Context: an optimization exercise on an open-source flow, tuned for small area, a short achievable clock period and few clock cycles. The choices shown serve that exercise and are no tape-out recipe.
Function was checked by simulation only, so behaviour that the tests miss may differ from the original.
No activity file was given, so power comes from the tool's default toggle rates.

## build 48
## encoder_hold_step_keyer
module encoder_hold_step_keyer #(
  parameter int unsigned SENSORS       = 2,
  parameter int unsigned LAYERS        = 8,
  parameter int unsigned ALLOW_ENTRIES = 2
) (
  input  logic                        clk_i,
  input  logic                        rst_ni,
  input  logic                        start,
  output logic                        busy,
  input  logic [74:0]                 req_i,
  output logic                        res_valid_o,
  output logic [7:0]                  res_o,
  input  logic                        cfg_we_i,
  input  logic [2:0]                  cfg_idx_i,
  input  logic [31:0]                 cfg_data_i
);
For scale: about 900 flip-flops, about 120 I/O pins, about 0.041 mm^2 of cells after synthesis.
clock: 6.0 ns
lec_check: 0
cap_margin: 20
core_margin: 2
core_utilization: 40
cts_buf_list: sky130_fd_sc_hd__clkbuf_4 sky130_fd_sc_hd__clkbuf_8
setup_slack_margin: 3.2
slew_margin: 20
tns_end_percent: 5
standard.sh (not shown) runs the stock make flow with config.mk's settings and CLKGATE_MAP_FILE= SYNTH_SCRIPT=/design/flow/synth_recipe.tcl, a recipe that flattens the netlist after the stock synthesis.
==> flow/flow/run.sh <==
#!/bin/bash
# The standard layout (standard.sh), with plain sky130_fd_sc_hd__buf_4 cells as
# the input and output port buffers instead of the delay-cell buffers that
# buffer_ports picks by default. Every port still gets its own buffer.
set -euo pipefail
bash standard.sh "BUFFER_PORTS_ARGS=-buffer_cell sky130_fd_sc_hd__buf_4" finish > make_finish.log 2>&1
Testbench counts of build 48, summed over its fixed seeds: cycles 13,660.
The following lists how build 74 was set up differently from build 48:
- CTS_BUF_LIST changed from sky130_fd_sc_hd__clkbuf_4 sky130_fd_sc_hd__clkbuf_8 to sky130_fd_sc_hd__clkbuf_8
- TNS_END_PERCENT changed from 5 to 10
- SETUP_SLACK_MARGIN changed from 3.2 to 3.4
- CORE_UTILIZATION changed from 40 to 45
==> comparison <==
Looking at worst setup path startpoint, the req_i[74] result is from build 74; the busy_q one comes from build 48.
Build 74 vs. build 48: first-iteration DRC count went up by 967.
Per the comparison of build 74 with build 48, clock share of power shrank by 1.8 points, relative area change from synthesis to final layout grew by 4.2 points, wire length of the first global-routing pass grew by 2300 um, die area shrank by 0.012 mm^2.
The lower worst setup slack came out of build 48.
Compared with build 48, build 74 shows highest attainable clock frequency that has gone up by a few percent.
Width of the die was higher in the run labelled build 48.
What build 81 does differently from build 74 at the input level:
- CORE_UTILIZATION changed from 45 to 40
- SETUP_SLACK_MARGIN changed from 3.4 to 3.0
- TNS_END_PERCENT changed from 10 to 5
- CTS_BUF_LIST removed (was sky130_fd_sc_hd__clkbuf_8)
- ABC_CLOCK_PERIOD_IN_PS newly set to 3000
Results
Higher global-route wire length before repair was reported by build 74, not build 81.
Between build 81 and build 74, the final worst slack is lower for build 81.
Build 81 against build 74: worst relative slew slack up 7.4 points, via count down 1359, worst path buffer plus inverter count down 4.
Delta (build 81 minus build 74): post-route standard cell area excluding fillers moved down, met3 capacity usage during global routing went down 2.1 points, sum of routed wire segments on met1 went up 860 um, number of antenna violations at the first check in global routing went up by 2.
Every stage of the flow completed for build 81, and the final layout passed the timing, DRC and antenna checks.
The most common cell after layout, fill and taps aside comes out edfxtp_1 in one run and buf_4 in the other, namely in build 81 and build 74 respectively.
On build 81: maximum fanout along the worst path is 14 lower than what build 74 gave.
The following lists how build 31 was set up differently from build 81:
- ABC_CLOCK_PERIOD_IN_PS no longer set, was 3000
- CAP_MARGIN now 10, was 20
- SLEW_MARGIN now 10, was 20
- CTS_BUF_LIST now sky130_fd_sc_hd__clkbuf_8, previously not set
Notes after the runs:
Number of filler cells placed in the layout (lower): build 81. Compared with build 81, build 31 shows clock skew lower by 0.011 ns. Changes observed in build 31 relative to build 81: part of the power in the clock network has decreased; post-detailed-route via-to-cell ratio has decreased; cell count has increased; detailed-routing iteration count for the pre-antenna-repair pass has decreased. Clock buffer count in the final layout (build 31 vs. build 81) increases by more than a quarter. [compare] base=build 81 new=build 31: area of all placed cells without fillers now smaller; area growth from synthesis to final layout dropped 1.3 points; delay of the slowest cell on the worst path down 0.05 ns.


Starting RTL as in the previous note.
==> flow/config.mk <==
export PLATFORM = sky130hd
export DESIGN_NAME = encoder_hold_step_keyer
export DESIGN_NICKNAME = encoder_hold_step_keyer
export VERILOG_FILES = /design/flow/design.v
export SDC_FILE = /design/flow/constraint.sdc
export NUM_CORES = 4
export LEC_CHECK = 0
export CAP_MARGIN = 20
export CORE_MARGIN = 2
export CORE_UTILIZATION = 40
export CTS_BUF_LIST = sky130_fd_sc_hd__clkbuf_8
export SETUP_SLACK_MARGIN = 3.2
export SLEW_MARGIN = 20
export TNS_END_PERCENT = 30
==> flow/constraint.sdc <==
create_clock -name core_clock -period 6.0 [get_ports {clk_i}]
set_input_delay 1.2000 -clock core_clock [delete_from_list [all_inputs] [get_ports {clk_i}]]
set_output_delay 1.2000 -clock core_clock [all_outputs]
set_load 0.01 [all_outputs]
Scripts as last shown in full above: flow/flow/run.sh
The starting point finished with timing, DRC and antenna clean.
Testbench counts at the start, summed over its fixed seeds: cycles 13,660.
Rerun with:
Settings changed: ABC_CLOCK_PERIOD_IN_PS set to 3000, CORE_UTILIZATION 40 to 70, PLACE_DENSITY set to 0.75, TNS_END_PERCENT 30 to 5.
The new run ended with an error in global routing (5_1_grt).
Area after synthesis does not change.
Synthesized cell count stays the same.
Rerun with:
Settings changed: ABC_CLOCK_PERIOD_IN_PS 3000 to not set, CAP_MARGIN 20 to 10, CORE_UTILIZATION 70 to 40, PLACE_DENSITY 0.75 to not set, SLEW_MARGIN 20 to 10.
The new run went through all stages and came out clean; synthesized area stays the same; synthesized cell count is unchanged.
Rerun with:
Settings changed: ABC_CLOCK_PERIOD_IN_PS set to 3000, CAP_MARGIN 10 to 20, SLEW_MARGIN 10 to 20.
Result: The new run completed with no timing, DRC or antenna violations; die area does not change; total power barely changes; cell count increases by 0.35%; clock-buffer cell count decreases by 3; sequential cell count is unchanged; clock skew increases by 4.9 ps; critical path depth increases by 1; synthesized area stays the same; synthesized cell count does not change.

[afterwards: timing with drivers on the ports]
The flow's constraints put no driver on any port. The routed layouts listed below were extracted and timed again, unchanged, in two steps. Step 1, drivers: a clkbuf_16 drives clk_i and a buf_2 each remaining input, both assumed. Step 2 also shifts input and output timing later by t, the mid clock arrival at the registers, as if the neighbouring blocks saw the same clock. a / b / c = no drivers / after step 1 / after step 2; a / b = the first two.
run	t (ns)	slack for setup (ns)	hold WS [ns]	worst setup path at the end	cell pins on the clock port's net
build 48	0.892	2.809 / 2.809 / 1.960	0.308 / 0.308 / 0.308	input to register	1
build 74	0.897	2.925 / 2.948 / 2.051	0.304 / 0.304 / 0.304	input to register	1
build 81	0.748	2.792 / 2.792 / 2.119	0.322 / 0.322 / 0.322	input to register	1
build 31	0.895	2.828 / 2.828 / 1.980	0.296 / 0.296 / 0.296	input to register	1
the first run of note 2	0.873	2.851 / 2.851 / 2.119	0.308 / 0.308 / 0.308	input to register	1
the third run of note 2	0.886	2.741 / 2.741 / 1.908	0.306 / 0.306 / 0.306	input to register	1
the fourth run of note 2	0.899	2.892 / 2.892 / 2.065	0.306 / 0.306 / 0.306	input to register	1
After both steps setup and hold are still met in every run listed. The setup slack of build 74, which loses most, moves by +0.023 ns with the drivers and by -0.874 ns with both steps.
